What follows belongs to an exercise in optimizing a design on an open flow for small area, a short achievable clock period and few clock cycles; a production flow would make more cautious choices.
Where RTL was checked, it was by simulation tests only, not by an equivalence proof against the original.
Only the layout flow was run in runs 3 to 7; the RTL was not checked for function there.
Power is estimated from default activity; no workload was simulated.

==> flow/design.v <==
package moment_pkg;
   typedef logic [8-1:0]    pix_t;
   typedef logic [9-1:0]    coord_t;
   typedef logic [17-1:0]   addr_t;
   typedef logic [29-1:0] moment_t;
   typedef logic [13-1:0]   cent_t;
   typedef struct packed {
      coord_t img_dim;
      addr_t  start_addr;
   } img_cfg_t;
   typedef struct packed {
      coord_t x;
      coord_t y;
   } coord_pair_t;
   typedef struct packed {
      logic  en;
      addr_t addr;
   } mem_rd_t;
   typedef struct packed {
      moment_t m00;
      moment_t m10;
      moment_t m01;
   } moments_t;
   typedef struct packed {
      cent_t x_mc;
      cent_t y_mc;
   } centroid_t;
endpackage
`timescale 1ns/100ps
module moment_engine_top
(
   input  logic                                  clk,
   input  logic                                  rst_n,
   input  logic                                  req_i,
   input  logic [9+17-1:0] cfg_i,
   output logic                                  ack_o,
   output logic [17:0]               mem_rd_o,
   input  logic [8-1:0]              rdata_i,
   output logic [3*29-1:0]         moments_o,
   output logic [2*13-1:0]           centroid_o
);
   localparam int m00_w = 20;
   localparam int m1_w  = 25;
   localparam int row_w = 14;
   localparam int q_w   = 9;
   typedef enum logic [2:0] {
      st_idle,
      st_sq,
      st_add_lo,
      st_add_hi,
      st_read,
      st_drain,
      st_div,
      st_ack
   } state_t;
   state_t               state;
   logic                 rd_en;
   logic [11:0]          addr_lo;
   logic [4:0]           addr_hi;
   logic                 addr_c;
   logic [5:0]           x_cnt;
   logic [5:0]           y_cnt;
   logic                 row_first;
   logic                 img_first;
   logic                 v1;
   logic                 f1;
   logic                 l1;
   logic                 fi1;
   logic                 v2;
   logic                 f2;
   logic                 l2;
   logic                 g2;
   logic                 clr;
   logic                 f3;
   logic                 l3;
   logic [7:0]           pix_q;
   logic                 ld_m01;
   logic                 ld_m10;
   logic                 div_x;
   logic                 ack_q;
   logic [m00_w-1:0]     m00;
   logic [m1_w-1:0]      m10;
   logic [m1_w-1:0]      m01;
   logic [5:1]           m10_c;
   logic [5:1]           m01_c;
   logic [m1_w-1:0]      m10_op;
   logic [m1_w-1:0]      m01_op;
   logic [m1_w-1:0]      m10_sum;
   logic [m1_w-1:0]      m01_sum;
   logic [6:1]           m10_co;
   logic [6:1]           m01_co;
   logic [row_w-1:0]     row_sum;
   logic [m00_w-1:0]     rem;
   logic [5:0]           dvd_lo;
   logic [2*q_w-1:0]     quo;
   logic [5:0]           dim;
   logic [16:0]          start_addr;
   logic [11:0]          sq_m1;
   logic                 x_last;
   logic                 y_last;
   logic                 last_rd;
   logic                 drained;
   assign dim        = cfg_i[22:17];
   assign start_addr = cfg_i[16:0];
   assign x_last  = (x_cnt == 6'd1);
   assign y_last  = (y_cnt == 6'd1);
   assign last_rd = x_last && y_last;
   assign drained = !v1 && !v2 && (m01_c == '0);
   localparam logic [64*12-1:0] sq_table = {
      12'd3968,
      12'd3843,
      12'd3720,
      12'd3599,
      12'd3480,
      12'd3363,
      12'd3248,
      12'd3135,
      12'd3024,
      12'd2915,
      12'd2808,
      12'd2703,
      12'd2600,
      12'd2499,
      12'd2400,
      12'd2303,
      12'd2208,
      12'd2115,
      12'd2024,
      12'd1935,
      12'd1848,
      12'd1763,
      12'd1680,
      12'd1599,
      12'd1520,
      12'd1443,
      12'd1368,
      12'd1295,
      12'd1224,
      12'd1155,
      12'd1088,
      12'd1023,
      12'd960,
      12'd899,
      12'd840,
      12'd783,
      12'd728,
      12'd675,
      12'd624,
      12'd575,
      12'd528,
      12'd483,
      12'd440,
      12'd399,
      12'd360,
      12'd323,
      12'd288,
      12'd255,
      12'd224,
      12'd195,
      12'd168,
      12'd143,
      12'd120,
      12'd99,
      12'd80,
      12'd63,
      12'd48,
      12'd35,
      12'd24,
      12'd15,
      12'd8,
      12'd3,
      12'd0,
      12'd4095
   };
   assign sq_m1 = sq_table[12*x_cnt +: 12];
   always_ff @(posedge clk or negedge rst_n)
   begin
      if (!rst_n)
      begin
         state <= st_idle;
         rd_en <= 1'b0;
         ack_q <= 1'b0;
         v1    <= 1'b0;
         v2    <= 1'b0;
      end
      else
      begin
         v1 <= rd_en;
         v2 <= v1;
         case (state)
            st_idle:
               if (req_i)
                  state <= st_sq;
            st_sq:
               state <= st_add_lo;
            st_add_lo:
               state <= st_add_hi;
            st_add_hi:
            begin
               state <= st_read;
               rd_en <= 1'b1;
            end
            st_read:
               if (last_rd)
               begin
                  state <= st_drain;
                  rd_en <= 1'b0;
               end
            st_drain:
               if (drained)
                  state <= st_div;
            st_div:
               if (x_last && div_x)
               begin
                  state <= st_ack;
                  ack_q <= 1'b1;
               end
            default:
               if (!req_i)
               begin
                  state <= st_idle;
                  ack_q <= 1'b0;
               end
         endcase
      end
   end
   always_ff @(posedge clk)
   begin
      case (state)
         st_idle:
         begin
            {addr_hi, addr_lo} <= start_addr;
            x_cnt              <= dim;
            y_cnt              <= dim;
         end
         st_sq:
            {y_cnt, x_cnt} <= sq_m1;
         st_add_lo:
         begin
            {addr_c, addr_lo} <= {1'b0, addr_lo} + {1'b0, y_cnt, x_cnt};
            x_cnt             <= dim;
            y_cnt             <= dim;
            row_first         <= 1'b1;
            img_first         <= 1'b1;
         end
         st_add_hi:
            addr_hi <= addr_hi + 5'(addr_c);
         st_read:
         begin
            addr_lo   <= addr_lo - 1'b1;
            if (addr_lo == '0)
               addr_hi <= addr_hi - 1'b1;
            img_first <= 1'b0;
            if (x_last)
            begin
               x_cnt     <= dim;
               y_cnt     <= y_cnt - 1'b1;
               row_first <= 1'b1;
            end
            else
            begin
               x_cnt     <= x_cnt - 1'b1;
               row_first <= 1'b0;
            end
         end
         st_drain:
         begin
            x_cnt <= 6'd9;
            div_x <= 1'b0;
         end
         st_div:
         begin
            x_cnt <= x_cnt - 1'b1;
            if (x_last)
            begin
               x_cnt <= 6'd9;
               div_x <= 1'b1;
            end
         end
         default:
            x_cnt <= dim;
      endcase
   end
   always_ff @(posedge clk)
   begin
      f1      <= row_first;
      l1      <= x_last;
      fi1     <= img_first;
      pix_q   <= rdata_i;
      f2      <= f1;
      l2      <= l1;
      clr     <= v1 && fi1;
      g2      <= v1 && !f1;
      f3      <= v2 && f2;
      l3      <= v2 && l2;
      row_sum <= (f2 ? row_w'(0) : row_sum) + row_w'(pix_q);
      m00     <= clr ? m00_w'(0) : m00 + (l3 ? m00_w'(row_sum) : m00_w'(0));
      m10     <= clr ? m1_w'(0)  : m10_sum;
      m10_c   <= clr ? 5'd0      : m10_co[5:1];
      m01     <= clr ? m1_w'(0)  : m01_sum;
      m01_c   <= clr ? 5'd0      : m01_co[5:1];
   end
   assign m10_op = g2 ? m1_w'(row_sum) : m1_w'(0);
   assign m01_op = f3 ? m1_w'(m00) : m1_w'(0);
   logic [m1_w:0] m10_rc;
   logic [m1_w:0] m01_rc;
   always_comb
   begin
      for (int i = 0; i < m1_w; i++)
      begin
         if (i == 0)
         begin
            m10_rc[i] = 1'b0;
            m01_rc[i] = 1'b0;
         end
         else if (i == 4 || i == 8 || i == 12 || i == 16 || i == 20)
         begin
            m10_co[i / 4] = m10_rc[i];
            m01_co[i / 4] = m01_rc[i];
            m10_rc[i] = m10_c[i / 4];
            m01_rc[i] = m01_c[i / 4];
         end
         m10_sum[i]  = m10[i] ^ m10_op[i] ^ m10_rc[i];
         m10_rc[i+1] = (m10[i] & m10_op[i]) | (m10[i] & m10_rc[i]) | (m10_op[i] & m10_rc[i]);
         m01_sum[i]  = m01[i] ^ m01_op[i] ^ m01_rc[i];
         m01_rc[i+1] = (m01[i] & m01_op[i]) | (m01[i] & m01_rc[i]) | (m01_op[i] & m01_rc[i]);
      end
      m10_co[6] = m10_rc[m1_w];
      m01_co[6] = m01_rc[m1_w];
   end
   logic [m1_w-1:0]   dvd;
   logic [m00_w:0]    trial;
   logic [m00_w+1:0]  diff;
   logic              q_bit;
   assign dvd   = ld_m01 ? m01 : m10;
   assign trial = {rem, dvd_lo[5]};
   assign diff  = {1'b0, trial} - {2'b0, m00};
   assign q_bit = !diff[m00_w+1] && (m00 != '0);
   always_ff @(posedge clk)
   begin
      ld_m01 <= ((state == st_read) && last_rd) || ((state == st_drain) && !drained);
      ld_m10 <= (state == st_div) && (x_cnt == 6'd2) && !div_x;
      if (ld_m01 || ld_m10)
      begin
         rem    <= m00_w'(dvd[m1_w-1:6]);
         dvd_lo <= dvd[5:0];
      end
      else
      begin
         rem    <= q_bit ? diff[m00_w-1:0] : trial[m00_w-1:0];
         dvd_lo <= {dvd_lo[4:0], 1'b0};
      end
      if (state == st_div)
         quo <= {quo[2*q_w-2:0], q_bit};
   end
   assign ack_o      = ack_q;
   assign mem_rd_o   = {rd_en, addr_hi, addr_lo};
   assign moments_o  = {9'd0, m00, 4'd0, m10, 4'd0, m01};
   assign centroid_o = {4'd0, quo[q_w-1:0], 4'd0, quo[2*q_w-1:q_w]};
endmodule
==> flow/flow/run.sh <==
#!/bin/bash
# Standard layout, with the port buffers made from the smallest buffer
# instead of the default pick; every port still gets its own buffer.
set -o pipefail
cp standard.sh standard.sh.txt
export BUFFER_PORTS_ARGS="-buffer_cell sky130_fd_sc_hd__buf_1"
bash standard.sh > standard.log 2>&1
==> flow/standard.sh <==
#!/bin/bash
# synth_recipe.tcl (not shown) runs the flow's synth.tcl, then flattens the netlist and writes it again
# the make line also repeats each setting of config.mk as NAME=value (left out here)
make -C /OpenROAD-flow-scripts/flow DESIGN_CONFIG=/design/flow/config.mk WORK_HOME=/design/flow/orfs CLKGATE_MAP_FILE= SYNTH_SCRIPT=/design/flow/synth_recipe.tcl "${@:-finish}"
==> flow/config.mk <==
export PLATFORM = sky130hd
export DESIGN_NAME = moment_engine_top
export DESIGN_NICKNAME = moment_engine_top
export VERILOG_FILES = /design/flow/design.v
export SDC_FILE = /design/flow/constraint.sdc
export NUM_CORES = 4
export LEC_CHECK = 0
export CAP_MARGIN = 20
export CORE_MARGIN = 2
export CORE_UTILIZATION = 60
export GPL_ROUTABILITY_DRIVEN = 0
export SETUP_SLACK_MARGIN = 4.8
export SLEW_MARGIN = 20
==> flow/constraint.sdc <==
create_clock -name core_clock -period 7.5 [get_ports {clk}]
set_input_delay 1.5000 -clock core_clock [delete_from_list [all_inputs] [get_ports {clk}]]
set_output_delay 1.5000 -clock core_clock [all_outputs]
set_load 0.01 [all_outputs]
==> out/metrics.cfg, run 1 <==
[layout]
area.growth.synth_to_final_pct=13.8
fin_nets=1514
fin_area_sq_um=13100
nFillCells=1545
antennaDiodeCount=0
layout-drive-gt1-share_pct=9.20

[critical_path]
slowest_stage=edfxtp_1
endpoint_kind=output pin
startpoint=addr_lo[0]
cp_max_fo=3
path_class=reg -> out
arrival_ps=1170
r2r-start=m00[4]
path_buf_inv=2
cp_slowest_stage_delay_ps=450
critPathTopFamily=flip-flops
crit_chain=buf_4, buf_1
crit_required_ps=6000
cp-start-kind=flip-flop

[cts]
clock_sinks=197
root_buffer=clkbuf_16
clock_latency_ps=450
clkSlewWorstSetupHoldPaths_ps=70
cts_tree=built
clockBufferDepth=2
cts_buffers=17
htreeDepth=4

[pwr]
internal-power_mw=3.09
p_leak_nw=5.35
p_per_area_nw_per_um2=422
p_sw_share_pct=44.2
p_switching_mw=2.45
combPwrFrac_pct=51.5
seq_power_share_pct=32.0
clkPwrFrac_pct=16.4
peakVddDrop_mv=0.237

[routing]
vias=9283
wl_um=28400
dr.pass1.iters=5
drc=0
route.detailed.wl_per_inst_um=17.7
post_drt_via_cell_ratio=5.79
drt_iter0_drc=597
detail-route-antenna-nets=0

[sta]
finalHoldViolCount=0
skew_ps=16.3
fin_ws_ps=4830
hold_ws_ps=340
finalSetupViolCount=0
min_period_over_period_pct=35.6
worst_pin_slew_ps=986
relSlewSlack_pct=34.0
layout_min_cycle_time_ps=2670
fmax_mhz=374
tns_ps=0
drv_slew=0
rsz0062_at_grt=yes

[floorplanning]
design.core.area_sq_um=18800
die_area_sq_um=20300
io_pins=169
die_x_um=143
rows=50
die_h_um=143
start_util_pct=61.3

[grt]
grt_pass1_wl_um=45100
grt_pass1_vias=8619
overflow=0
grt_use_total_pct=28.4
antenna_found_initial=0
grt_max_degree=63

[yosys]
ys_seq_area_share_pct=39.0
synth_cell_types=76
synth_warnings=1
synth_top_area_cell=dfxtp_1
synth_commonest_cells=dfxtp_1, nor2_1, inv_1
yosysMostFrequentCell=dfxtp_1
synth-async-reset-ratio_pct=3.55
synth-edff-count=51
synth_ff_type=dfxtp_1
ys_ff_latch=197
syn-mean-instance-area_sq_um=9.45
netlist_area_sq_um=11500
synthCells=1218
synth_top_area_share_pct=24.2
ys_top_cells_by_area=dfxtp_1, edfxtp_1, ha_1, fa_1, nor2_1

[run_status]
status=complete, no violations

[place]
io_buffer_count=140
pre_cts_ws_ps=4240
place_area_sq_um=12100
hpwl_um=20400

[hold_path]
hp-class=reg -> reg
hold_path_startpoint=l1

[run]
max-cap-violations=0

==> routing by layer <==
| metal | track usage, % | share of wire [%] | up-vias | wire length (um) |
|---|---|---|---|---|
| li1 | - | - | 4494 | - |
| met1 | 38.4 | 45 | 4495 | 12700 |
| met2 | 48.5 | 49 | 267 | 13800 |
| met3 | 4.17 | 5.1 | 27 | 1440 |
| met4 | 6.41 | 1.2 | 0 | 346 |
| met5 | 0 | 0 | - | 0 |
==> state kept, by name, summed over array words and instances (netlist names), 5 cells and up <==
register and cells:
addr_hi 5, addr_lo 12, dvd_lo 6, m00 20, m01 25, m01_c 5
m10 25, m10_c 5, pix_q 8, quo 18, rem 20, row_sum 14
x_cnt 6, y_cnt 6
==> cell families after synthesis <==
logic type	share of synthesized area [%]
buffers and inverters	6.38
and+or+nand+nor	15.4
AOI/OAI and AO/OA	15.6
other	0.0326
DFF	39.0
xor gates and xnor gates	5.17
adders and majority gates	15.6
muxes	2.82
==> power groups by stage <==
stage               logic (mW)  clock network, mW  registers, mW
floorplan                 2.02                  0           1.65
global placement          2.42                  0           1.82
detailed placement        2.45                  0           1.82
CTS                       2.68              0.921           1.77
global route              3.15              0.962           1.81
finish                    2.85              0.910           1.77
==> per-stage QoR <==
stage / power (mW) / util, % / instances
floorplan: 3.67 / - / 1242
global placement: 4.24 / 64.4 / 1550
detailed placement: 4.28 / 64.4 / 1550
CTS: 5.37 / 68.5 / 1594
global route: 5.93 / 69.8 / 1603
finish: 5.53 / 69.8 / 1603
==> layout by cell type (no fill, tap or decap), types with 7 or more instances in the layout <==
cell type,Yosys,final
a21o_1,18,18
a21oi_1,58,52
a22oi_1,24,24
a31oi_1,10,9
and2_1,38,38
and3_1,7,7
buf_1,5,140
buf_4,27,22
clkbuf_16,0,17
conb_1,1,25
dfxtp_1,139,123
dfxtp_2,0,10
edfxtp_1,51,51
fa_1,37,35
ha_1,84,80
inv_1,89,88
mux2i_1,23,23
nand2_1,73,72
nand2b_1,7,7
nand3_1,21,21
nor2_1,99,97
nor2b_1,53,53
nor3_1,29,28
nor4_1,9,9
o211ai_1,7,7
o21a_1,8,7
o21ai_0,56,54
o21ai_1,23,23
o21bai_1,8,8
o31ai_1,7,7
xnor2_1,37,37
xor2_1,31,31
==> repair_timing <==
item                       CTS  global route
buffers inserted            10             9
pin swaps                    3             4
gates resized for setup     26            40
gates cloned                 2             0
setup endpoints to repair   49            44
hold buffers                 0             0
==> cell type report <==
class | instances | area, sq um | area share, %
clock buffers | 18 | 429 | 3.28
multi-input cells | 881 | 6620 | 50.5
inverters | 95 | 362 | 2.76
flip-flops and latches | 197 | 4530 | 34.6
repair buffers | 164 | 713 | 5.45
well taps | 234 | 293 | 2.24
clock inverters | 14 | 153 | 1.17
==> final timing paths <==
| kind | depth (start not counted) | slack [ps] | to |
|---|---|---|---|
| max | 2 | 4830 | mem_rd_o[0] |
| min | 0 | 340 | l2 |
| max reg2reg | 10 | 4900 | rem[16] |
| min reg2reg | 0 | 340 | l2 |
| max in group asynchronous | 1 | 6230 | state[1] |
| min in group asynchronous | 1 | 950 | ack_q |
Testbench counts, summed over its fixed seeds: cycles 193,901.
==> run 2, diff against run 1 <==
--- a/flow/config.mk
+++ b/flow/config.mk
@@ -7,7 +7,6 @@
 export LEC_CHECK = 0
-export CAP_MARGIN = 20
+export CAP_MARGIN = 0
 export CORE_MARGIN = 2
 export CORE_UTILIZATION = 60
-export GPL_ROUTABILITY_DRIVEN = 0
 export SETUP_SLACK_MARGIN = 4.8
-export SLEW_MARGIN = 20
+export SLEW_MARGIN = 0
==> run 2 against run 1 <==
Non-clock buffer count is the same. Via count is essentially flat. Sequential share of layout area is essentially flat. Power is essentially flat. Wire length grew 0.22%. Final area is essentially flat. Largest power group unchanged.
==> out/metrics.cfg, run 2 <==
[layout]
fin_area_sq_um=13100  ; about the same
fin_nets=1514  ; unchanged
final_common_cell=buf_1
reg_top3=m01 x25, m10 x25
fin_util_pct=69.8  ; about the same
layout_common_cells=buf_1, dfxtp_1, nor2_1, inv_1, ha_1
area.growth.synth_to_final_pct=13.8  ; about the same
nFillCells=1544  ; -0.065%
layout-drive-gt1-share_pct=9.20  ; unchanged

[sta]
min_period_over_period_pct=35.6  ; -0.037 points
layout_min_cycle_time_ps=2670  ; -2.74 ps
finalSetupViolCount=0  ; unchanged
relSlewSlack_pct=26.0  ; -7.9 points
drv_slew=0  ; unchanged
tns_ps=0  ; unchanged
finalHoldViolCount=0  ; unchanged
skew_ps=16.7  ; +0.369 ps
rsz0062_at_grt=yes
worst_pin_slew_ps=1110  ; +122 ps
fmax_mhz=375  ; +0.10%

[critical_path]
endpoint_kind=output pin
slowest_stage=edfxtp_1
crit_required_ps=6000  ; about the same
path_class=reg -> out
crit_chain=buf_4, buf_1
arrival_ps=1170  ; about the same
cp_slowest_stage_delay_ps=450  ; about the same
cp_max_fo=3  ; unchanged
path_buf_inv=2  ; unchanged
critPathTopFamily=flip-flops
cp-start-kind=flip-flop

[yosys]
ys_top_cells_by_area=dfxtp_1, edfxtp_1, ha_1, fa_1, nor2_1
synth-edff-count=51  ; unchanged
synth_top_area_share_pct=24.2  ; unchanged
syn-mean-instance-area_sq_um=9.45  ; unchanged
synth_top_area_cell=dfxtp_1
ys_seq_area_share_pct=39.0  ; unchanged
synth-async-reset-ratio_pct=3.55  ; unchanged
synth_commonest_cells=dfxtp_1, nor2_1, inv_1
yosysMostFrequentCell=dfxtp_1
synthCells=1218  ; unchanged
netlist_area_sq_um=11500  ; unchanged
synth_warnings=1  ; unchanged
synth_ff_type=dfxtp_1
ys_ff_latch=197  ; unchanged
synth_cell_types=76  ; unchanged

[place]
hpwl_um=20400  ; unchanged
io_buffer_count=140  ; unchanged
place_area_sq_um=12100  ; unchanged
gp_congestion=0.894

[grt]
overflow=0  ; unchanged
grt_pass1_vias=8619  ; unchanged
antenna_found_initial=0  ; unchanged
grt_use_total_pct=28.4  ; unchanged
grt_max_degree=63  ; unchanged
grt_pass1_wl_um=45100  ; unchanged

[cts]
clock_sinks=197  ; unchanged
root_buffer=clkbuf_16
cts_buffers=17  ; unchanged
htreeDepth=4  ; unchanged
clock_latency_ps=450  ; about the same
hold_buffers=0  ; unchanged
clkSlewWorstSetupHoldPaths_ps=70  ; about the same
cts_tree=built
clockBufferDepth=2  ; unchanged

[floorplanning]
die_h_um=143  ; unchanged
rows=50  ; unchanged
io_pins=169  ; unchanged
die_x_um=143  ; unchanged
design.core.area_sq_um=18800  ; unchanged
die_area_sq_um=20300  ; unchanged
start_util_pct=61.3  ; unchanged

[routing]
dr.pass1.iters=6  ; +1
drt_iter0_drc=554  ; -7.2%
post_drt_via_cell_ratio=5.79  ; about the same
wl_um=28400  ; +0.22%
detail-route-antenna-nets=0  ; unchanged
drc=0  ; unchanged
vias=9292  ; +0.097%
route.detailed.wl_per_inst_um=17.7  ; +0.15%

[pwr]
p_leak_nw=5.35  ; about the same
power.total_mw=5.53  ; about the same
p_per_area_nw_per_um2=422  ; about the same
peakVddDrop_mv=0.273  ; +15%

[run]
max-cap-violations=0  ; unchanged

[hold_path]
hp-class=reg -> reg

[run_status]
status=complete, no violations

## run 2: cell counts after synthesis
Identical to the previous run, type by type.
## run 2: final cells by class
class / instances / area, sq um / share of cell area (%)
sequential: 197 / 4530 / 34.6
timing repair buffer: 164 / 713 / 5.45
clock inverter: 14 / 153 / 1.17
inverter: 95 / 362 / 2.76
clock buffer: 18 / 429 / 3.28
multi-input combinational: 881 / 6610 / 50.5
tap: 234 / 293 / 2.24
antenna: 1 / 2.50 / 0.0191
## run 2: kinds of logic after synthesis
kind of cell / count (synthesis) / share of synthesized area (%)
AND/OR/NAND/NOR: 359 / 15.4
AO/OA/AOI/OAI: 276 / 15.6
flip-flops: 197 / 39.0
buffers and inverters: 166 / 6.38
adder cells (fa/ha/maj): 121 / 15.6
XOR/XNOR: 68 / 5.17
multiplexers: 30 / 2.82
other: 1 / 0.0326
## run 2: timing repair
action,4_1_cts,5_1_grt
endpoints found under the setup margin,49,43
resized for setup,26,40
buffers inserted,10,9
gates cloned,2,0
pin swaps,3,4
## run 2: metal layers
metal	GRT usage, %	vias up	part of all wire (%)
li1	-	4494	-
met1	38.4	4478	45
met2	48.5	290	49
met3	4.17	30	5.3
met4	6.41	0	1.4
met5	0	-	0
## run 2: metrics by stage
| stage | hold WS, ps | instances | setup slack (ps) |
|---|---|---|---|
| final | 339 | 1604 | 4830 |
| after global routing | 348 | 1603 | 4780 |
| after CTS | 339 | 1594 | 4810 |
| after detailed placement | 319 | 1550 | 4240 |
| after global placement | 314 | 1550 | 4260 |
| after floorplan | 310 | 1242 | 4900 |
## run 2: final timing paths
path | cells past startpoint | slack (ps) | endpoint | start
setup / recovery | 2 | 4830 | mem_rd_o[0] | addr_lo[0]
hold / removal | 0 | 340 | l2 | l1
setup reg to reg | 10 | 4890 | rem[16] | m00[4]
hold reg to reg | 0 | 340 | l2 | l1
max in group asynchronous | 1 | 6220 | state[1] | rst_n
min in group asynchronous | 1 | 950 | ack_q | rst_n
## run 2: worst reg2reg max path, cell delays in order, from the launching register on
cell and delay (ps):
dfxtp_1 490, inv_1 80, ha_1 380, nor2_1 70, o21ai_1 150, o21ai_2 100, o21a_2 260, o2111ai_4 340
nand2_4 210, a32oi_1 310, o211ai_1 110
## run 2: power breakdown
group | total, mW | internal, mW | switching, mW | leakage [nW]
clock | 0.910 | 0.448 | 0.462 | 0.285
combinational | 2.85 | 1.20 | 1.64 | 3.37
sequential | 1.77 | 1.43 | 0.337 | 1.70
==> run 3, diff against run 2 <==
--- a/flow/design.v
+++ b/flow/design.v
@@ -92,3 +92,3 @@
    logic [row_w-1:0]     row_sum;
-   logic [m00_w-1:0]     rem;
+   logic [m00_w:0]       rem;
    logic [5:0]           dvd_lo;
@@ -331,9 +331,13 @@
    logic [m1_w-1:0]   dvd;
-   logic [m00_w:0]    trial;
-   logic [m00_w+1:0]  diff;
+   logic [m00_w+1:0]  trial;
+   logic [m00_w+1:0]  opnd;
+   logic [m00_w+1:0]  nxt;
+   logic              sub;
    logic              q_bit;
    assign dvd   = ld_m01 ? m01 : m10;
+   assign sub   = !rem[m00_w];
    assign trial = {rem, dvd_lo[5]};
-   assign diff  = {1'b0, trial} - {2'b0, m00};
-   assign q_bit = !diff[m00_w+1] && (m00 != '0);
+   assign opnd  = sub ? ~{2'b0, m00} : {2'b0, m00};
+   assign nxt   = trial + opnd + (m00_w+2)'(sub);
+   assign q_bit = !nxt[m00_w+1] && (m00 != '0);
    always_ff @(posedge clk)
@@ -344,3 +348,3 @@
       begin
-         rem    <= m00_w'(dvd[m1_w-1:6]);
+         rem    <= (m00_w+1)'(dvd[m1_w-1:6]);
          dvd_lo <= dvd[5:0];
@@ -349,3 +353,3 @@
       begin
-         rem    <= q_bit ? diff[m00_w-1:0] : trial[m00_w-1:0];
+         rem    <= nxt[m00_w:0];
          dvd_lo <= {dvd_lo[4:0], 1'b0};
--- a/flow/config.mk
+++ b/flow/config.mk
@@ -7,3 +7,3 @@
 export LEC_CHECK = 0
-export CAP_MARGIN = 0
+export CAP_MARGIN = 20
 export CORE_MARGIN = 2
@@ -11,2 +11,2 @@
 export SETUP_SLACK_MARGIN = 4.8
-export SLEW_MARGIN = 0
+export SLEW_MARGIN = 20
==> run 3 against run 2 <==
Still clean. Sequential cell count up 1. Wire length up 1.8%. Die area up 2.1%. Clock power up 3.6%. Critical path depth up 8. Clock-buffer cell count up 2. Synthesized area up 2.2%.
==> out/metrics.cfg, run 3 <==
[hold_path]
hp-class=reg -> reg
min_to=l2
holdPathStages=0  ; unchanged
hold_path_startpoint=l1

[pwr]
power.total_mw=6.39  ; +16%
p_leak_nw=5.54  ; +3.5%
p_per_area_nw_per_um2=467  ; +11%
peakVddDrop_mv=0.260  ; -4.6%

[layout]
layout-drive-gt1-share_pct=12.0  ; +2.8 points
final_common_cell=buf_1
fin_cells=1658  ; +3.4%
nFillCells=1520  ; -1.6%
antennaDiodeCount=0  ; -1
seqCellArea_sq_um=4540  ; +0.25%
layout_common_cells=buf_1, dfxtp_1, nor2_1, nand2_1, ha_1
fin_nets=1539  ; +1.7%
reg_top3=m01 x25, m10 x25, rem x21
area.growth.synth_to_final_pct=16.4
multi_input_area_sq_um=7070  ; +6.9%

[grt]
grt_max_degree=88  ; +40%
grt_pass1_vias=8746  ; +1.5%
overflow=0  ; unchanged
antenna_found_initial=0  ; unchanged
grt_use_total_pct=27.7  ; -0.73 points
grt_pass1_wl_um=45000  ; -0.38%

[sta]
layout_min_cycle_time_ps=2730  ; +62.9 ps
skew_ps=22.0  ; +5.33 ps
finalSetupViolCount=0  ; unchanged
min_period_over_period_pct=36.4  ; +0.84 points
rsz0062_at_grt=yes
tns_ps=0  ; unchanged
hold_ws_ps=330  ; -9.95 ps
fmax_mhz=366  ; -2.3%
worst_pin_slew_ps=1030  ; -79.8 ps
finalHoldViolCount=0  ; unchanged
drv_slew=0  ; unchanged
relSlewSlack_pct=31.3  ; +5.3 points

[yosys]
yosysMostFrequentCell=dfxtp_1
netlist_area_sq_um=11800  ; +2.2%
ys_ff_latch=198  ; +0.51%
synth_warnings=1  ; unchanged
synthCells=1225  ; +0.57%
synth-edff-count=51  ; unchanged
synth-async-reset-ratio_pct=3.54  ; -0.018 points
synth_ff_type=dfxtp_1
ys_seq_area_share_pct=38.3  ; -0.67 points
synth_top_area_share_pct=23.8  ; -0.35 points
synth_cell_types=74  ; -2.6%
ys_top_cells_by_area=dfxtp_1, edfxtp_1, ha_1, fa_1, xnor2_1
synth_top_area_cell=dfxtp_1
syn-mean-instance-area_sq_um=9.60  ; +1.6%
synth_commonest_cells=dfxtp_1, nor2_1, nand2_1

[place]
hpwl_um=19900  ; -2.2%
io_buffer_count=140  ; unchanged
dpl.cell_count=1584  ; +2.2%
gp_congestion=0.904  ; +1.1%

[floorplanning]
rows=51  ; +2.0%
die_area_sq_um=20700  ; +2.1%
io_pins=169  ; unchanged
die_h_um=144  ; +1.1%
start_util_pct=60.8  ; -0.48 points
design.core.area_sq_um=19300  ; +3.0%
die_x_um=144  ; +1.1%

[routing]
drc=0  ; unchanged
wl_um=28900  ; +1.8%
vias=9527  ; +2.5%
post_drt_via_cell_ratio=5.75  ; -0.81%
route.detailed.wl_per_inst_um=17.5  ; -1.5%
drt_iter0_drc=760  ; +37%
dr.pass1.iters=5  ; -1
detail-route-antenna-nets=0  ; unchanged

[run_status]
status=complete, no violations

[critical_path]
arrival_ps=2930  ; +1760 ps
cp_slowest_stage_delay_ps=410  ; -40 ps
slowest_stage=a211o_2
r2r-start=rem[20]
crit_required_ps=7700  ; +1700 ps
worst_r2r_endpoint=quo[0]
r2r_cells=10  ; unchanged
endpoint_kind=flip-flop
path_class=reg -> reg
cp-start-kind=flip-flop
regToRegSetupSlack_ps=4770  ; -120 ps
critPathTopFamily=compound AO/OA/AOI/OAI gates
crit_chain=buf_12, xnor2_4, ha_4, a21oi_4, o32ai_2, a211o_2, a311oi_4, o41ai_4, a211oi_2, nor2_1
cp_max_fo=7  ; +4
path_buf_inv=1  ; -1

[cts]
clkSlewWorstSetupHoldPaths_ps=80  ; about the same
cts_buffers=17  ; unchanged
clockBufferDepth=2  ; unchanged
cts_tree=built
clock_sinks=198  ; +0.51%
hold_buffers=0  ; unchanged
clock_latency_ps=450  ; about the same
htreeDepth=4  ; unchanged
root_buffer=clkbuf_16

[run]
max-cap-violations=0  ; unchanged

-- run 3: changes by cell type after synthesis, moves of 15 or more --
cell	previous run	this run
inv_1	89	51
a22oi_1	24	9
o21ai_1	23	5
nor2b_1	53	68
nand2_1	73	89
xnor2_1	37	58
-- run 3: metrics by stage --
stage	setup slack [ps]	utilization, %	area (sq um)
global route	4690	70.8	13700
floorplan	4810	-	11900
finish	4770	70.8	13700
detailed placement	4160	64.0	12400
CTS	4690	68.3	13200
global placement	4220	64.0	12400
-- run 3: kinds of logic after synthesis --
family / count (synthesis) / synth area share (%)
other cells: 1 / 0.0319
simple gates: 397 / 17.1
compound gates: 268 / 15.3
flops: 198 / 38.3
xor+xnor: 86 / 6.40
mux: 23 / 2.44
fa+ha+maj: 122 / 15.3
buf+inv: 130 / 5.04
-- run 3: worst max-delay path by stage --
stage	startpoint	slack (ps)	to	cells past startpoint
2_1_floorplan	addr_lo[0]	4810	addr_c	9
4_1_cts	state[0]	4690	addr_hi[4]	10
5_1_grt	rem[20]	4690	quo[0]	11
3_5_place_dp	state[2]	4160	addr_hi[4]	10
6_report	rem[20]	4770	quo[0]	10
3_3_place_gp	state[2]	4220	addr_hi[4]	10
-- run 3: layout make-up --
type / instances / area share [%]
clock buffer: 20 / 3.53
clock inverter: 12 / 0.923
inverter: 54 / 1.54
multi-input combinational: 921 / 51.7
sequential: 198 / 33.2
tap: 265 / 2.42
timing repair buffer: 188 / 6.75
-- run 3: layer usage --
metal | GRT usage (%) | up-vias | part of all wire [%]
li1 | - | 4579 | -
met1 | 38.5 | 4614 | 46
met2 | 45.5 | 306 | 48
met3 | 4.37 | 28 | 5.1
met4 | 6.97 | 0 | 1.2
met5 | 0 | - | 0
-- run 3: report_power, final --
group / switching (mW) / leakage [nW] / total (mW) / internal [mW]
registers: 0.354 / 1.70 / 1.84 / 1.48
logic: 1.99 / 3.54 / 3.61 / 1.62
clock network: 0.455 / 0.302 / 0.943 / 0.488
-- run 3: what timing repair did --
action	4_1_cts	5_1_grt
setup endpoints to repair	43	61
buffers inserted	18	23
pin swaps	13	30
gates resized for setup	28	61
gates cloned	0	1
==> run 4, diff against run 3 <==
--- a/flow/design.v
+++ b/flow/design.v
@@ -226,2 +226,21 @@
    end
+   logic [11:0] lo_op;
+   logic [12:0] lo_sum;
+   logic [4:0]  hi_op;
+   assign lo_op  = (state == st_add_lo) ? {y_cnt, x_cnt} :
+                   (state == st_read)   ? 12'hfff : 12'h000;
+   assign lo_sum = {1'b0, addr_lo} + {1'b0, lo_op};
+   assign hi_op  = (state == st_add_hi) ? 5'(addr_c) :
+                   ((state == st_read) && (addr_lo == '0)) ? 5'h1f : 5'h00;
+   always_ff @(posedge clk)
+   begin
+      if (state == st_idle)
+         {addr_hi, addr_lo} <= start_addr;
+      else
+      begin
+         addr_lo <= lo_sum[11:0];
+         addr_hi <= addr_hi + hi_op;
+      end
+      addr_c <= lo_sum[12];
+   end
    always_ff @(posedge clk)
@@ -231,5 +250,4 @@
          begin
-            {addr_hi, addr_lo} <= start_addr;
-            x_cnt              <= dim;
-            y_cnt              <= dim;
+            x_cnt <= dim;
+            y_cnt <= dim;
          end
@@ -239,3 +257,2 @@
          begin
-            {addr_c, addr_lo} <= {1'b0, addr_lo} + {1'b0, y_cnt, x_cnt};
             x_cnt             <= dim;
@@ -245,9 +262,4 @@
          end
-         st_add_hi:
-            addr_hi <= addr_hi + 5'(addr_c);
          st_read:
          begin
-            addr_lo   <= addr_lo - 1'b1;
-            if (addr_lo == '0)
-               addr_hi <= addr_hi - 1'b1;
             img_first <= 1'b0;
==> run 4 against run 3 <==
Still clean. Sequential share of layout area fell by 0.31 points. Wire length fell by 5.8%. Combinational power fell by 12%. Critical path depth did not move. Synthesized cell count fell by 0.65%. Power fell by 7.2%. Sequential cell count did not move. Non-clock buffer count fell by 9. First-iteration DRC count fell by 34%. Sequential power fell by 2%.
==> out/metrics.cfg, run 4 <==
[pwr]
peakVddDrop_mv=0.289  ; +11%
p_per_area_nw_per_um2=453  ; -2.9%
power.total_mw=5.93  ; -7.2%
p_leak_nw=5.50  ; -0.78%

[sta]
fin_ws_ps=4830  ; +56.7 ps
worst_pin_slew_ps=793  ; -235 ps
tns_ps=0  ; unchanged
hold_ws_ps=327  ; -2.19 ps
layout_min_cycle_time_ps=2670  ; -56.7 ps
finalHoldViolCount=0  ; unchanged
rsz0062_at_grt=yes
relSlewSlack_pct=47.1  ; +16 points
finalSetupViolCount=0  ; unchanged
min_period_over_period_pct=35.7  ; -0.76 points
fmax_mhz=374  ; +2.1%
skew_ps=15.5  ; -6.48 ps
drv_slew=0  ; unchanged

[layout]
reg_top3=m01 x25, m10 x25, rem x21
layout-drive-gt1-share_pct=11.4  ; -0.57 points
multi_input_area_sq_um=6800  ; -3.8%
antennaDiodeCount=0  ; unchanged
fin_util_pct=70.4  ; -0.38 points
area.growth.synth_to_final_pct=15.9
fin_area_sq_um=13100  ; -4.4%
layout_common_cells=dfxtp_1, buf_1, nor2_1, nand2_1, a21oi_1
fin_cells=1609  ; -3.0%
nFillCells=1486  ; -2.2%
fin_nets=1519  ; -1.3%
seqCellArea_sq_um=4300  ; -5.3%
final_common_cell=dfxtp_1

[cts]
htreeDepth=4  ; unchanged
root_buffer=clkbuf_16
cts_tree=built
cts_buffers=17  ; unchanged
hold_buffers=0  ; unchanged
clock_sinks=198  ; unchanged
clockBufferDepth=2  ; unchanged
clock_latency_ps=450  ; about the same
clkSlewWorstSetupHoldPaths_ps=80  ; about the same

[hold_path]
holdPathStages=0  ; unchanged
hp-class=reg -> reg
hold_path_startpoint=l1
min_to=l2

[yosys]
synth_commonest_cells=dfxtp_1, nor2_1, a21oi_1
synth_top_area_share_pct=29.1  ; +5.2 points
synthXorXnorAreaFrac_pct=6.05  ; -0.35 points
synthAdderAreaFrac_pct=15.8  ; +0.42 points
synth_ff_type=dfxtp_1
synthMuxAreaShare_pct=1.41  ; -1.0 points
synthCells=1217  ; -0.65%
netlist_area_sq_um=11300  ; -4.0%
synth_warnings=1  ; unchanged
syn-mean-instance-area_sq_um=9.28  ; -3.4%
synth_top_area_cell=dfxtp_1
synth_cell_types=76  ; +2.7%
post_synth_and_or_nand_nor_area_fraction_pct=18.0  ; +0.89 points
ys_seq_area_share_pct=37.8  ; -0.53 points
synth_compound_gate_area_share_pct=15.7  ; +0.32 points
yosysMostFrequentCell=dfxtp_1
synth-async-reset-ratio_pct=3.54  ; unchanged
synth_top_family_by_area=simple AND/OR/NAND/NOR gates
synth-edff-count=27  ; -47%
ys_ff_latch=198  ; unchanged
ys_top_cells_by_area=dfxtp_1, ha_1, edfxtp_1, fa_1, xnor2_1

[routing]
drt_iter0_drc=500  ; -34%
wl_um=27300  ; -5.8%
dr.pass1.iters=7  ; +2
vias=9061  ; -4.9%
post_drt_via_cell_ratio=5.63  ; -2.0%
route.detailed.wl_per_inst_um=16.9  ; -3.0%
drc=0  ; unchanged
detail-route-antenna-nets=0  ; unchanged

[floorplanning]
start_util_pct=60.8  ; -0.061 points
die_area_sq_um=19900  ; -3.9%
die_h_um=141  ; -2.0%
design.core.area_sq_um=18600  ; -3.9%
io_pins=169  ; unchanged
rows=50  ; -2.0%
die_x_um=141  ; -2.0%

[grt]
grt_pass1_wl_um=42800  ; -4.7%
grt_use_total_pct=26.8  ; -0.85 points
grt_max_degree=60  ; -32%
grt_pass1_vias=8442  ; -3.5%
overflow=0  ; unchanged
antenna_found_initial=0  ; unchanged

[critical_path]
arrival_ps=2860  ; -70 ps
crit_required_ps=7690  ; about the same
cp_max_fo=8  ; +1
worst_r2r_endpoint=quo[0]
cp_slowest_stage_delay_ps=370  ; -40 ps
slowest_stage=dfxtp_4
path_class=reg -> reg
crit_chain=buf_12, xnor2_1, ha_1, nand3_1, a21oi_1, o31a_1, a211oi_4, a31oi_4, a31oi_2, o22ai_1
regToRegSetupSlack_ps=4830  ; +60 ps
cp-start-kind=flip-flop
r2r-start=rem[20]
endpoint_kind=flip-flop
r2r_cells=10  ; unchanged

[place]
hpwl_um=19100  ; -4.1%
pre_cts_ws_ps=3850  ; -305 ps
io_buffer_count=140  ; unchanged
place_area_sq_um=11900  ; -4.2%
gp_congestion=0.901  ; -0.35%
dpl.cell_count=1545  ; -2.5%

[run_status]
status=complete, no violations

[run]
max-cap-violations=0  ; unchanged

-- run 4: logic make-up after synthesis --
logic type	count (synthesis)
simple gates	399
compound gates	281
flops	198
buf+inv	126
fa+ha+maj	120
xor+xnor	78
mux	14
other cells	1
-- run 4: layout make-up --
| type | count | area share, % |
|---|---|---|
| Clock buffer | 18 | 3.44 |
| Clock inverter | 14 | 1.20 |
| Inverter | 49 | 1.41 |
| Multi-Input combinational cell | 917 | 52.0 |
| Sequential cell | 198 | 32.9 |
| Tap cell | 234 | 2.24 |
| Timing Repair Buffer | 179 | 6.84 |
-- run 4: what timing repair did --
action,in CTS,in global routing
hold endpoints to repair,0,0
pin swaps,2,33
cloned,0,2
gates resized for setup,32,53
endpoints found under the setup margin,40,31
setup buffers,7,23
-- run 4: worst max-delay path, delay by kind of cell (launching register included) --
family,cells,cell delay [ps]
compound gates,6,1320
simple gates,1,100
fa+ha+maj,1,350
xor+xnor,1,130
buf+inv,1,150
flops,1,370
-- run 4: layer usage --
layer	part of all wire, %	vias up	global-route usage (%)
met5	0	-	0
met2	48	254	43.9
li1	-	4460	-
met1	45	4308	37.4
met4	1.6	0	5.95
met3	4.8	39	4.89
-- run 4: worst max-delay path by stage --
| stage | slack, ps | endpoint | depth (start not counted) | from |
|---|---|---|---|---|
| 6_report | 4830 | quo[0] | 10 | rem[20] |
| 5_1_grt | 4720 | addr_lo[10] | 14 | state[2] |
| 4_1_cts | 4760 | addr_lo[8] | 11 | state[1] |
| 3_5_place_dp | 3850 | addr_lo[8] | 11 | state[1] |
| 3_3_place_gp | 3910 | addr_lo[8] | 11 | state[1] |
| 2_1_floorplan | 4810 | addr_lo[8] | 16 | state[2] |
-- run 4: power breakdown --
part	switching [mW]	internal, mW	total [mW]
Combinational	1.71	1.46	3.18
Sequential	0.354	1.45	1.80
Clock	0.454	0.494	0.948
==> run 5, diff against run 4 <==
--- a/flow/design.v
+++ b/flow/design.v
@@ -92,3 +92,3 @@
    logic [row_w-1:0]     row_sum;
-   logic [m00_w:0]       rem;
+   logic [m00_w-1:0]     rem;
    logic [5:0]           dvd_lo;
@@ -343,13 +343,9 @@
    logic [m1_w-1:0]   dvd;
-   logic [m00_w+1:0]  trial;
-   logic [m00_w+1:0]  opnd;
-   logic [m00_w+1:0]  nxt;
-   logic              sub;
+   logic [m00_w:0]    trial;
+   logic [m00_w+1:0]  diff;
    logic              q_bit;
    assign dvd   = ld_m01 ? m01 : m10;
-   assign sub   = !rem[m00_w];
    assign trial = {rem, dvd_lo[5]};
-   assign opnd  = sub ? ~{2'b0, m00} : {2'b0, m00};
-   assign nxt   = trial + opnd + (m00_w+2)'(sub);
-   assign q_bit = !nxt[m00_w+1] && (m00 != '0);
+   assign diff  = {1'b0, trial} - {2'b0, m00};
+   assign q_bit = !diff[m00_w+1] && (m00 != '0);
    always_ff @(posedge clk)
@@ -360,3 +356,3 @@
       begin
-         rem    <= (m00_w+1)'(dvd[m1_w-1:6]);
+         rem    <= m00_w'(dvd[m1_w-1:6]);
          dvd_lo <= dvd[5:0];
@@ -365,3 +361,3 @@
       begin
-         rem    <= nxt[m00_w:0];
+         rem    <= q_bit ? diff[m00_w-1:0] : trial[m00_w-1:0];
          dvd_lo <= {dvd_lo[4:0], 1'b0};
==> run 5 against run 4 <==
Final area up 0.85%. Power up 10%. Clock power down 3.7%. Worst setup slack better by 47 ps. Sequential cell count down 1. Combinational power up 17%. Critical endpoint is now rem[18]. Final cell count up 2.4%. Sequential share of layout area down 0.16 points. Wire length up 8.5%. Synthesized cell count up 3.8%.
==> out/metrics.cfg, run 5 <==
[place]
io_buffer_count=140  ; unchanged
gp_congestion=0.908  ; +0.73%
hpwl_um=21200  ; +11%

[yosys]
synth_commonest_cells=dfxtp_1, nor2_1, nand2_1
synth_ff_type=dfxtp_1
synthCells=1263  ; +3.8%
ys_top_cells_by_area=dfxtp_1, ha_1, edfxtp_1, fa_1, a21oi_1
yosysMostFrequentCell=dfxtp_1
synth-async-reset-ratio_pct=3.55  ; +0.018 points
syn-mean-instance-area_sq_um=9.04  ; -2.6%
ys_ff_latch=197  ; -0.51%
netlist_area_sq_um=11400  ; +1.1%
synth_cell_types=74  ; -2.6%
synth_top_area_cell=dfxtp_1
synth_top_area_share_pct=28.6  ; -0.48 points
synth_warnings=1  ; unchanged
ys_seq_area_share_pct=37.2  ; -0.57 points
synth-edff-count=27  ; unchanged

[cts]
htreeDepth=4  ; unchanged
root_buffer=clkbuf_16
clock_latency_ps=440  ; about the same
cts_tree=built
clockBufferDepth=2  ; unchanged
cts_buffers=17  ; unchanged
clkSlewWorstSetupHoldPaths_ps=70  ; about the same
hold_buffers=0  ; unchanged
clock_sinks=197  ; -0.51%

[pwr]
clkPwrFrac_pct=14.0  ; -2.0 points
peakVddDrop_mv=0.300  ; +4.1%
p_leak_nw=5.48  ; -0.25%
combPwrFrac_pct=56.8  ; +3.2 points
p_switching_mw=3.00  ; +19%
seq_power_share_pct=29.2  ; -1.2 points
internal-power_mw=3.53  ; +3.5%
p_per_area_nw_per_um2=495  ; +9.2%
p_sw_share_pct=46.0  ; +3.4 points

[routing]
detail-route-antenna-nets=0  ; unchanged
vias=9621  ; +6.2%
post_drt_via_cell_ratio=5.84  ; +3.7%
drt_iter0_drc=718  ; +44%
dr.pass1.iters=5  ; -2
route.detailed.wl_per_inst_um=17.9  ; +5.9%
drc=0  ; unchanged
wl_um=29600  ; +8.5%

[floorplanning]
die_area_sq_um=20100  ; +1.0%
die_x_um=142  ; +0.51%
design.core.area_sq_um=18700  ; +0.67%
io_pins=169  ; unchanged
start_util_pct=61.0  ; +0.24 points
die_h_um=142  ; +0.51%
rows=50  ; unchanged

[critical_path]
arrival_ps=2950  ; +90 ps
slowest_stage=dfxtp_2
cp-start-kind=flip-flop
cp_max_fo=8  ; unchanged
worst_r2r_endpoint=rem[18]
endpoint_kind=flip-flop
r2r_cells=11  ; +1
cp_slowest_stage_delay_ps=390  ; +20 ps
r2r-start=m00[15]
crit_required_ps=7830  ; +140 ps
regToRegSetupSlack_ps=4870  ; +50 ps
crit_chain=inv_2, ha_4, nand3_1, or2_1, nor4_4, o22ai_4, or2_4, buf_6, buf_4, a31oi_1, nand2_1
path_class=reg -> reg

[sta]
layout_min_cycle_time_ps=2630  ; -46.8 ps
skew_ps=12.0  ; -3.58 ps
finalSetupViolCount=0  ; unchanged
min_period_over_period_pct=35.0  ; -0.62 points
rsz0062_at_grt=yes
tns_ps=0  ; unchanged
hold_ws_ps=330  ; +2.46 ps
finalHoldViolCount=0  ; unchanged
relSlewSlack_pct=27.5  ; -20 points
fmax_mhz=381  ; +1.8%
worst_pin_slew_ps=1080  ; +289 ps
drv_slew=0  ; unchanged

[grt]
grt_use_total_pct=29.4  ; +2.6 points
grt_pass1_wl_um=46200  ; +7.9%
antenna_found_initial=0  ; unchanged
overflow=0  ; unchanged
grt_max_degree=78  ; +30%
grt_pass1_vias=8753  ; +3.7%

[layout]
layout-drive-gt1-share_pct=11.9  ; +0.46 points
fin_nets=1559  ; +2.6%
antennaDiodeCount=0  ; unchanged
final_common_cell=buf_1
layout_common_cells=buf_1, dfxtp_1, nor2_1, nand2_1
fin_util_pct=70.5  ; +0.12 points
reg_top3=m01 x25, m10 x25
multi_input_area_sq_um=6870  ; +0.94%
area.growth.synth_to_final_pct=15.6
seqCellArea_sq_um=4320  ; +0.35%
nFillCells=1531  ; +3.0%

[hold_path]
holdPathStages=0  ; unchanged
hold_path_startpoint=l1
hp-class=reg -> reg
min_to=l2

[run_status]
status=complete, no violations

[run]
max-cap-violations=0  ; unchanged

==> run 5: cell types whose count changed in the layout (fill, tap and decap cells not counted), sizes merged, moves of 4 or more <==
| cell | previous run | this run |
|---|---|---|
| inv | 55 | 80 |
| a22o | 1 | 8 |
| nand2 | 86 | 95 |
| xnor2 | 55 | 35 |
| nand3 | 15 | 33 |
| a21o | 24 | 17 |
| and3 | 8 | 3 |
| nand2b | 14 | 5 |
| mux2i | 8 | 16 |
| a21oi | 98 | 82 |
| o21ai | 64 | 76 |
| nor4 | 12 | 16 |
==> run 5: timing repair <==
action,CTS,global route
pin swaps,12,28
resized for setup,62,55
setup buffers,21,12
setup endpoints to repair,47,41
==> run 5: worst max path at each step <==
stage / startpoint / to / slack (ps) / cells after the start
2_1_floorplan: state[1] / addr_lo[8] / 4770 / 16
3_3_place_gp: m00[14] / rem[5] / 3560 / 10
3_5_place_dp: m00[14] / rem[5] / 3590 / 10
4_1_cts: m00[1] / rem[15] / 4800 / 9
5_1_grt: state[1] / addr_hi[4] / 4730 / 11
6_report: m00[15] / rem[18] / 4870 / 11
==> run 5: layout make-up <==
type / instances / share of cell area (%)
tap: 234 / 2.22
sequential: 197 / 32.7
inverter: 73 / 2.22
multi-input combinational: 933 / 52.0
clock inverter: 14 / 1.18
timing repair buffer: 179 / 6.38
clock buffer: 18 / 3.25
==> run 5: cell families (layout without fill, tap and decap cells) <==
group           count (synthesis)  after routing  share of synthesized area [%]
flops                         197            197                           37.2
buf+inv                       157            284                           6.27
fa+ha+maj                     121            121                           15.7
mux                            20             20                           1.80
simple gates                  411            411                           17.8
compound gates                301            301                           16.9
other cells                     1             25                         0.0329
xor+xnor                       55             55                           4.22
==> run 5: critical path, delay by kind of cell, from the launching register on <==
kind	cells	cell delay, ps
flip-flops	1	390
AO/OA/AOI/OAI	2	350
adder cells (fa/ha/maj)	1	300
buffers and inverters	3	410
AND/OR/NAND/NOR	5	1050
==> run 5: routing by layer <==
| layer | up-vias | share of wire (%) | track usage [%] |
|---|---|---|---|
| met3 | 53 | 5.7 | 5.60 |
| met5 | - | 0 | 0 |
| met2 | 317 | 47 | 48.5 |
| met1 | 4607 | 44 | 38.8 |
| li1 | 4644 | - | - |
| met4 | 0 | 3.3 | 10.5 |
==> run 5: power by group through the flow <==
stage / Sequential (mW) / Combinational, mW / Clock [mW]
finish: 1.91 / 3.71 / 0.913
global route: 1.95 / 4.08 / 0.972
CTS: 1.89 / 3.51 / 0.924
detailed placement: 1.91 / 3.18 / 0
global placement: 1.91 / 3.13 / 0
floorplan: 1.78 / 2.53 / 0
==> run 5: per-stage QoR <==
stage,total power [mW],setup WS (ps),cell area [sq um],cells
floorplan,4.31,4770,11500,1287
global placement,5.04,3560,12000,1583
detailed placement,5.09,3590,12000,1583
CTS,6.33,4800,12900,1636
global route,7.00,4730,13200,1648
finish,6.53,4870,13200,1648
==> run 6, diff against run 5 <==
--- a/flow/design.v
+++ b/flow/design.v
@@ -48,4 +48,3 @@
       st_sq,
-      st_add_lo,
-      st_add_hi,
+      st_add,
       st_read,
@@ -59,3 +58,2 @@
    logic [4:0]           addr_hi;
-   logic                 addr_c;
    logic [5:0]           x_cnt;
@@ -194,6 +192,4 @@
             st_sq:
-               state <= st_add_lo;
-            st_add_lo:
-               state <= st_add_hi;
-            st_add_hi:
+               state <= st_add;
+            st_add:
             begin
@@ -229,6 +225,6 @@
    logic [4:0]  hi_op;
-   assign lo_op  = (state == st_add_lo) ? {y_cnt, x_cnt} :
+   assign lo_op  = (state == st_add) ? {y_cnt, x_cnt} :
                    (state == st_read)   ? 12'hfff : 12'h000;
    assign lo_sum = {1'b0, addr_lo} + {1'b0, lo_op};
-   assign hi_op  = (state == st_add_hi) ? 5'(addr_c) :
+   assign hi_op  = (state == st_add) ? 5'(lo_sum[12]) :
                    ((state == st_read) && (addr_lo == '0)) ? 5'h1f : 5'h00;
@@ -243,3 +239,2 @@
       end
-      addr_c <= lo_sum[12];
    end
@@ -255,3 +250,3 @@
             {y_cnt, x_cnt} <= sq_m1;
-         st_add_lo:
+         st_add:
          begin
==> run 6 against run 5 <==
Still clean on timing, DRC and antenna. Clock-buffer cell count is 1 higher. Synthesized area down 0.59%. Synthesized cell count decreased by 1.5%. Non-clock buffer count rose by 23. Sequential share of layout area is 0.47 points lower. Final cell count rose by 1.0%. Combinational power decreased by 23%. Via count about the same. Wire length down 2.2%. Clock skew is 0.79 ps lower. Sequential cell count down 1. Critical path type unchanged. Critical endpoint is now addr_hi[4]. Highest routed layer unchanged.
==> out/metrics.cfg, run 6 <==
[yosys]
synth_top_area_share_pct=28.6  ; about the same
ys_ff_latch=196  ; -0.51%
yosysMostFrequentCell=dfxtp_1
synthCells=1244  ; -1.5%
synth_ff_type=dfxtp_1
synth_top_area_cell=dfxtp_1
synth_commonest_cells=dfxtp_1, inv_1, nor2_1
synth_cell_types=77  ; +4.1%
netlist_area_sq_um=11300  ; -0.59%
ys_seq_area_share_pct=37.3  ; +0.045 points
synth_warnings=1  ; unchanged
syn-mean-instance-area_sq_um=9.12  ; +0.93%
synth-edff-count=27  ; unchanged
ys_top_cells_by_area=dfxtp_1, ha_1, edfxtp_1, fa_1, o21ai_0
synth-async-reset-ratio_pct=3.57  ; +0.018 points

[critical_path]
r2r-start=state[2]
r2r_cells=22  ; +11
cp-start-kind=flip-flop
worst_r2r_endpoint=addr_hi[4]
arrival_ps=3910  ; +960 ps
regToRegSetupSlack_ps=3910  ; -960 ps
cp_max_fo=4  ; -4
crit_required_ps=7820  ; about the same
endpoint_kind=flip-flop
path_class=reg -> reg

[hold_path]
holdPathStages=0  ; unchanged
hold_path_startpoint=l1
min_to=l2
hp-class=reg -> reg

[cts]
clkSlewWorstSetupHoldPaths_ps=70  ; about the same
root_buffer=clkbuf_16
cts_tree=built
clockBufferDepth=2  ; unchanged
clock_latency_ps=440  ; about the same
htreeDepth=4  ; unchanged
hold_buffers=0  ; unchanged
clock_sinks=196  ; -0.51%
cts_buffers=17  ; unchanged

[sta]
drv_slew=0  ; unchanged
finalSetupViolCount=0  ; unchanged
relSlewSlack_pct=26.9  ; -0.59 points
min_period_over_period_pct=47.9  ; +13 points
tns_ps=0  ; unchanged
hold_ws_ps=333  ; +3.49 ps
fmax_mhz=279  ; -27%
layout_min_cycle_time_ps=3590  ; +962 ps
skew_ps=11.2  ; -0.788 ps
finalHoldViolCount=0  ; unchanged
rsz0062_at_grt=yes
worst_pin_slew_ps=1090  ; +10.6 ps

[floorplanning]
design.core.area_sq_um=18600  ; -0.33%
die_area_sq_um=20000  ; -0.58%
die_x_um=142  ; -0.29%
die_h_um=142  ; -0.29%
io_pins=169  ; unchanged
rows=50  ; unchanged
start_util_pct=60.9  ; -0.16 points

[place]
hpwl_um=20200  ; -4.7%
place_area_sq_um=12000  ; about the same
io_buffer_count=140  ; unchanged
gp_congestion=0.872  ; -3.9%

[pwr]
combPwrFrac_pct=54.3  ; -2.5 points
seq_power_share_pct=29.5  ; +0.3 points
clkPwrFrac_pct=16.3  ; +2.3 points
peakVddDrop_mv=0.376  ; +25%
p_sw_share_pct=42.4  ; -3.6 points
p_leak_nw=5.45  ; -0.54%
p_switching_mw=2.24  ; -25%
internal-power_mw=3.05  ; -14%
p_per_area_nw_per_um2=397  ; -20%
power.total_mw=5.29  ; -19%

[routing]
route.detailed.wl_per_inst_um=17.4  ; -3.2%
drt_iter0_drc=788  ; +9.7%
dr.pass1.iters=7  ; +2
wl_um=28900  ; -2.2%
vias=9615  ; -0.062%
post_drt_via_cell_ratio=5.77  ; -1.1%
detail-route-antenna-nets=0  ; unchanged
drc=0  ; unchanged

[grt]
grt_use_total_pct=28.1  ; -1.3 points
antenna_found_initial=0  ; unchanged
overflow=0  ; unchanged
grt_pass1_vias=8924  ; +2.0%
grt_max_degree=84  ; +7.7%
grt_pass1_wl_um=44700  ; -3.2%

[layout]
layout_common_cells=buf_1, dfxtp_1, inv_1, nor2_1, nand2_1
reg_top3=m01 x25, m10 x25
antennaDiodeCount=0  ; unchanged
fin_area_sq_um=13300  ; +1.0%
nFillCells=1449  ; -5.4%
final_common_cell=buf_1
layout-drive-gt1-share_pct=12.8  ; +0.91 points
fin_nets=1576  ; +1.1%
area.growth.synth_to_final_pct=17.5

[run_status]
status=complete, no violations

[run]
max-cap-violations=0  ; unchanged

[run 6: final cells by class]
class / instances / area (sq um) / share of cell area (%)
multi-input combinational: 899 / 6730 / 50.5
timing repair inverter: 1 / 8.76 / 0.0657
sequential: 196 / 4300 / 32.2
clock inverter: 13 / 100 / 0.751
timing repair buffer: 202 / 1060 / 7.96
tap: 234 / 293 / 2.20
inverter: 101 / 407 / 3.05
clock buffer: 19 / 433 / 3.25
[run 6: routing by layer]
metal | vias up | share of wire (%) | GRT usage [%]
li1 | 4633 | - | -
met1 | 4598 | 43 | 37.6
met2 | 346 | 49 | 46.9
met3 | 38 | 6.1 | 5.26
met4 | 0 | 1.5 | 7.53
met5 | - | 0 | 0
[run 6: kinds of logic after synthesis]
logic type / count (synthesis) / synth area share, %
AND/OR/NAND/NOR: 384 / 17.1
AO/OA/AOI/OAI: 290 / 16.6
flip-flops: 196 / 37.3
buffers and inverters: 173 / 6.73
adder cells (fa/ha/maj): 121 / 15.8
XOR/XNOR: 52 / 4.01
multiplexers: 27 / 2.47
other: 1 / 0.0331
[run 6: worst max-delay path, cell delays in order (launching register included)]
cell,delay (ps)
dfrtp_2,460
inv_8,80
nand2_8,50
a21oi_2,100
ha_2,190
inv_2,40
fa_2,360
nor2b_4,120
o21ai_2,90
a21oi_4,180
o311ai_4,120
a21oi_2,200
o21ai_2,90
a22oi_2,220
ha_4,180
inv_2,30
fa_2,320
inv_1,70
a21o_1,120
a21oi_2,60
xnor2_1,160
xor2_1,150
o21ai_0,80
[run 6: what timing repair did]
action / in CTS / in global routing
setup endpoints to repair: 43 / 39
setup buffers: 31 / 27
resized for setup: 50 / 51
cloned: 0 / 1
pin swaps: 14 / 20
[run 6: power by group through the flow]
stage	combinational [mW]	sequential, mW	clock (mW)
floorplan	1.92	1.45	0
global placement	2.26	1.60	0
detailed placement	2.30	1.60	0
CTS	2.61	1.56	0.874
global route	3.13	1.59	0.917
finish	2.87	1.56	0.859
[run 6: worst max path at each step]
stage,from,endpoint,slack [ps],depth (start not counted)
CTS,state[0],addr_hi[4],3960,21
detailed placement,state[0],addr_hi[4],3140,21
finish,state[2],addr_hi[4],3910,22
floorplan,state[2],addr_hi[4],3840,24
global route,state[0],addr_hi[4],3730,21
global placement,state[1],addr_hi[4],3180,21
[run 6: per-stage QoR]
stage          util, %  std cells  worst slack [ps]
2_1_floorplan        -       1268              3840
3_3_place_gp      64.2       1574              3180
3_5_place_dp      64.2       1574              3140
4_1_cts           69.0       1637              3960
5_1_grt           71.5       1665              3730
6_report          71.5       1665              3910
==> run 7, diff against run 6 <==
--- a/flow/design.v
+++ b/flow/design.v
@@ -48,3 +48,4 @@
       st_sq,
-      st_add,
+      st_add_lo,
+      st_add_hi,
       st_read,
@@ -58,2 +59,3 @@
    logic [4:0]           addr_hi;
+   logic                 addr_c;
    logic [5:0]           x_cnt;
@@ -91,4 +93,4 @@
    logic [m00_w-1:0]     rem;
-   logic [5:0]           dvd_lo;
-   logic [2*q_w-1:0]     quo;
+   logic [q_w-1:0]       dvd_lo;
+   logic [q_w-1:0]       quo_y;
    logic [5:0]           dim;
@@ -192,4 +194,6 @@
             st_sq:
-               state <= st_add;
-            st_add:
+               state <= st_add_lo;
+            st_add_lo:
+               state <= st_add_hi;
+            st_add_hi:
             begin
@@ -225,6 +229,6 @@
    logic [4:0]  hi_op;
-   assign lo_op  = (state == st_add) ? {y_cnt, x_cnt} :
+   assign lo_op  = (state == st_add_lo) ? {y_cnt, x_cnt} :
                    (state == st_read)   ? 12'hfff : 12'h000;
    assign lo_sum = {1'b0, addr_lo} + {1'b0, lo_op};
-   assign hi_op  = (state == st_add) ? 5'(lo_sum[12]) :
+   assign hi_op  = (state == st_add_hi) ? 5'(addr_c) :
                    ((state == st_read) && (addr_lo == '0)) ? 5'h1f : 5'h00;
@@ -239,2 +243,3 @@
       end
+      addr_c <= lo_sum[12];
    end
@@ -250,3 +255,3 @@
             {y_cnt, x_cnt} <= sq_m1;
-         st_add:
+         st_add_lo:
          begin
@@ -342,3 +347,3 @@
    assign dvd   = ld_m01 ? m01 : m10;
-   assign trial = {rem, dvd_lo[5]};
+   assign trial = {rem, dvd_lo[q_w-1]};
    assign diff  = {1'b0, trial} - {2'b0, m00};
@@ -350,13 +355,11 @@
       if (ld_m01 || ld_m10)
-      begin
-         rem    <= m00_w'(dvd[m1_w-1:6]);
-         dvd_lo <= dvd[5:0];
-      end
+         rem <= m00_w'(dvd[m1_w-1:6]);
       else
-      begin
-         rem    <= q_bit ? diff[m00_w-1:0] : trial[m00_w-1:0];
-         dvd_lo <= {dvd_lo[4:0], 1'b0};
-      end
-      if (state == st_div)
-         quo <= {quo[2*q_w-2:0], q_bit};
+         rem <= q_bit ? diff[m00_w-1:0] : trial[m00_w-1:0];
+      if (ld_m01 || ld_m10)
+         dvd_lo <= {dvd[5:0], 3'd0};
+      else if (state == st_div)
+         dvd_lo <= {dvd_lo[q_w-2:0], q_bit};
+      if (ld_m10)
+         quo_y <= {dvd_lo[q_w-2:0], q_bit};
    end
@@ -365,3 +368,3 @@
    assign moments_o  = {9'd0, m00, 4'd0, m10, 4'd0, m01};
-   assign centroid_o = {4'd0, quo[q_w-1:0], 4'd0, quo[2*q_w-1:q_w]};
+   assign centroid_o = {4'd0, dvd_lo, 4'd0, quo_y};
 endmodule
==> run 7 against run 6 <==
Utilization barely moved. Synthesized area fell by 1.6%. Worst setup slack improved by 810 ps. Die area fell by 1.5%. Critical endpoint is now addr_lo[8]. Final cell count fell by 1.2%. Sequential power rose by 13%. Non-clock buffer count fell by 23.
==> out/metrics.cfg, run 7 <==
[floorplanning]
die_h_um=140  ; -0.76%
die_x_um=140  ; -0.76%
die_area_sq_um=19700  ; -1.5%
io_pins=169  ; unchanged
design.core.area_sq_um=18100  ; -3.0%

[pwr]
peakVddDrop_mv=0.328  ; -13%
p_switching_mw=2.70  ; +20%
seq_power_share_pct=28.8  ; -0.7 points
clkPwrFrac_pct=15.3  ; -1.0 points
internal-power_mw=3.43  ; +13%
p_sw_share_pct=44.1  ; +1.7 points
combPwrFrac_pct=55.9  ; +1.6 points

[critical_path]
cp-start-kind=flip-flop
cp_max_fo=4  ; unchanged
startpoint=state[1]
crit_required_ps=7880  ; +60 ps
slowest_stage=or4b_1
cp_slowest_stage_delay_ps=470  ; about the same

[cts]
cts_buffers=17  ; unchanged
clock_latency_ps=440  ; about the same
htreeDepth=4  ; unchanged
cts_tree=built
root_buffer=clkbuf_16
hold_buffers=0  ; unchanged
clkSlewWorstSetupHoldPaths_ps=70  ; about the same

[grt]
grt_use_total_pct=28.5  ; +0.40 points
grt_pass1_vias=8818  ; -1.2%
antenna_found_initial=0  ; unchanged
grt_max_degree=65  ; -23%

[layout]
area.growth.synth_to_final_pct=15.8
fin_util_pct=71.5  ; about the same
antennaDiodeCount=0  ; unchanged
fin_nets=1561  ; -0.95%

[routing]
route.detailed.wl_per_inst_um=17.2  ; -1.0%
detail-route-antenna-nets=0  ; unchanged
drc=0  ; unchanged
vias=9399  ; -2.2%
drt_iter0_drc=522  ; -34%
dr_wl_met2_um=14000  ; -1.0%
post_drt_via_cell_ratio=5.71  ; -1.1%
dr.max_layer_used=met4
wl_met1_um=11900  ; -5.1%

[yosys]
synth_ff_type=dfxtp_1
synth_top_area_share_pct=28.7  ; +0.093 points
synthCells=1261  ; +1.4%
synth_warnings=1  ; unchanged
synth-async-reset-ratio_pct=3.66  ; +0.093 points
ys_ff_latch=191  ; -2.6%
synth_commonest_cells=dfxtp_1, nor2_1, a21oi_1
ys_seq_area_share_pct=36.7  ; -0.58 points
syn-mean-instance-area_sq_um=8.86  ; -2.9%

[place]
io_buffer_count=140  ; unchanged
hpwl_um=19700  ; -2.3%
place_area_sq_um=11700  ; -2.0%
pre_cts_ws_ps=3980  ; +839 ps
dpl.cell_count=1578  ; +0.25%

[sta]
relSlewSlack_pct=30.5  ; +3.7 points
rsz0062_at_grt=yes
finalSetupViolCount=0  ; unchanged
min_period_over_period_pct=37.0  ; -11 points
skew_ps=15.0  ; +3.78 ps
drv_slew=0  ; unchanged
tns_ps=0  ; unchanged
fin_ws_ps=4720  ; +814 ps
hold_ws_ps=328  ; -5.16 ps
layout_min_cycle_time_ps=2780  ; -814 ps
fmax_mhz=360  ; +29%
worst_pin_slew_ps=1040  ; -52.5 ps

[hold_path]
hp-class=reg -> reg
holdPathStages=0  ; unchanged

[run_status]
status=complete, no violations

[run 7: power by group through the flow]
stage / sequential (mW) / combinational, mW / clock [mW]
3_5_place_dp: 1.79 / 2.84 / 0
6_report: 1.77 / 3.42 / 0.937
5_1_grt: 1.81 / 3.80 / 0.988
4_1_cts: 1.75 / 3.09 / 0.951
3_3_place_gp: 1.79 / 2.79 / 0
2_1_floorplan: 1.65 / 2.31 / 0
[run 7: worst max path at each step]
stage / cells after the start / end
after floorplan: 16 / addr_lo[8]
after global placement: 14 / addr_lo[8]
after detailed placement: 11 / addr_lo[11]
after CTS: 13 / addr_lo[8]
after global routing: 14 / addr_lo[8]
final: 14 / addr_lo[8]
[run 7: cell families after synthesis]
family / Yosys count / synth area share [%]
buf+inv: 153 / 6.12
compound gates: 310 / 17.2
other cells: 1 / 0.0336
flops: 191 / 36.7
fa+ha+maj: 121 / 16.0
xor+xnor: 62 / 4.86
mux: 10 / 0.907
simple gates: 413 / 18.2
[run 7: per-layer routing]
metal | track usage [%] | vias up
met5 | 0 | -
li1 | - | 4593
met4 | 11.3 | 0
met1 | 35.8 | 4424
met2 | 48.9 | 320
met3 | 4.89 | 62
[run 7: repair_timing]
item                       CTS  global route
setup endpoints to repair   47            50
hold endpoints to repair     0             0
gates resized for setup     26            64
buffers inserted            15            19
gates cloned                 1             0
pin swaps                    8            34
[run 7: cell type report]
cell class | count | area (sq um)
Multi-Input combinational cell | 942 | 6790
Fill cell | 1481 | 5150
Sequential cell | 191 | 4140
Timing Repair Buffer | 179 | 838
Clock buffer | 21 | 462
Tap cell | 229 | 287
Inverter | 72 | 273
Clock inverter | 11 | 143
[run 7: worst max-delay path: cells and delay by family, from the launching register on]
| kind | cells | cell delay [ps] |
|---|---|---|
| adders and majority gates | 2 | 600 |
| and+or+nand+nor | 6 | 1070 |
| AOI/OAI and AO/OA | 5 | 580 |
| buffers and inverters | 1 | 40 |
| DFF | 1 | 430 |

Check on run 7: ideal ports give 4.723 ns setup slack; a clkbuf_16 on the clock port and buf_2 on the inputs give 4.723 ns; moving port delays by the midpoint clock arrival (0.479 ns) as well gives 4.723 ns.
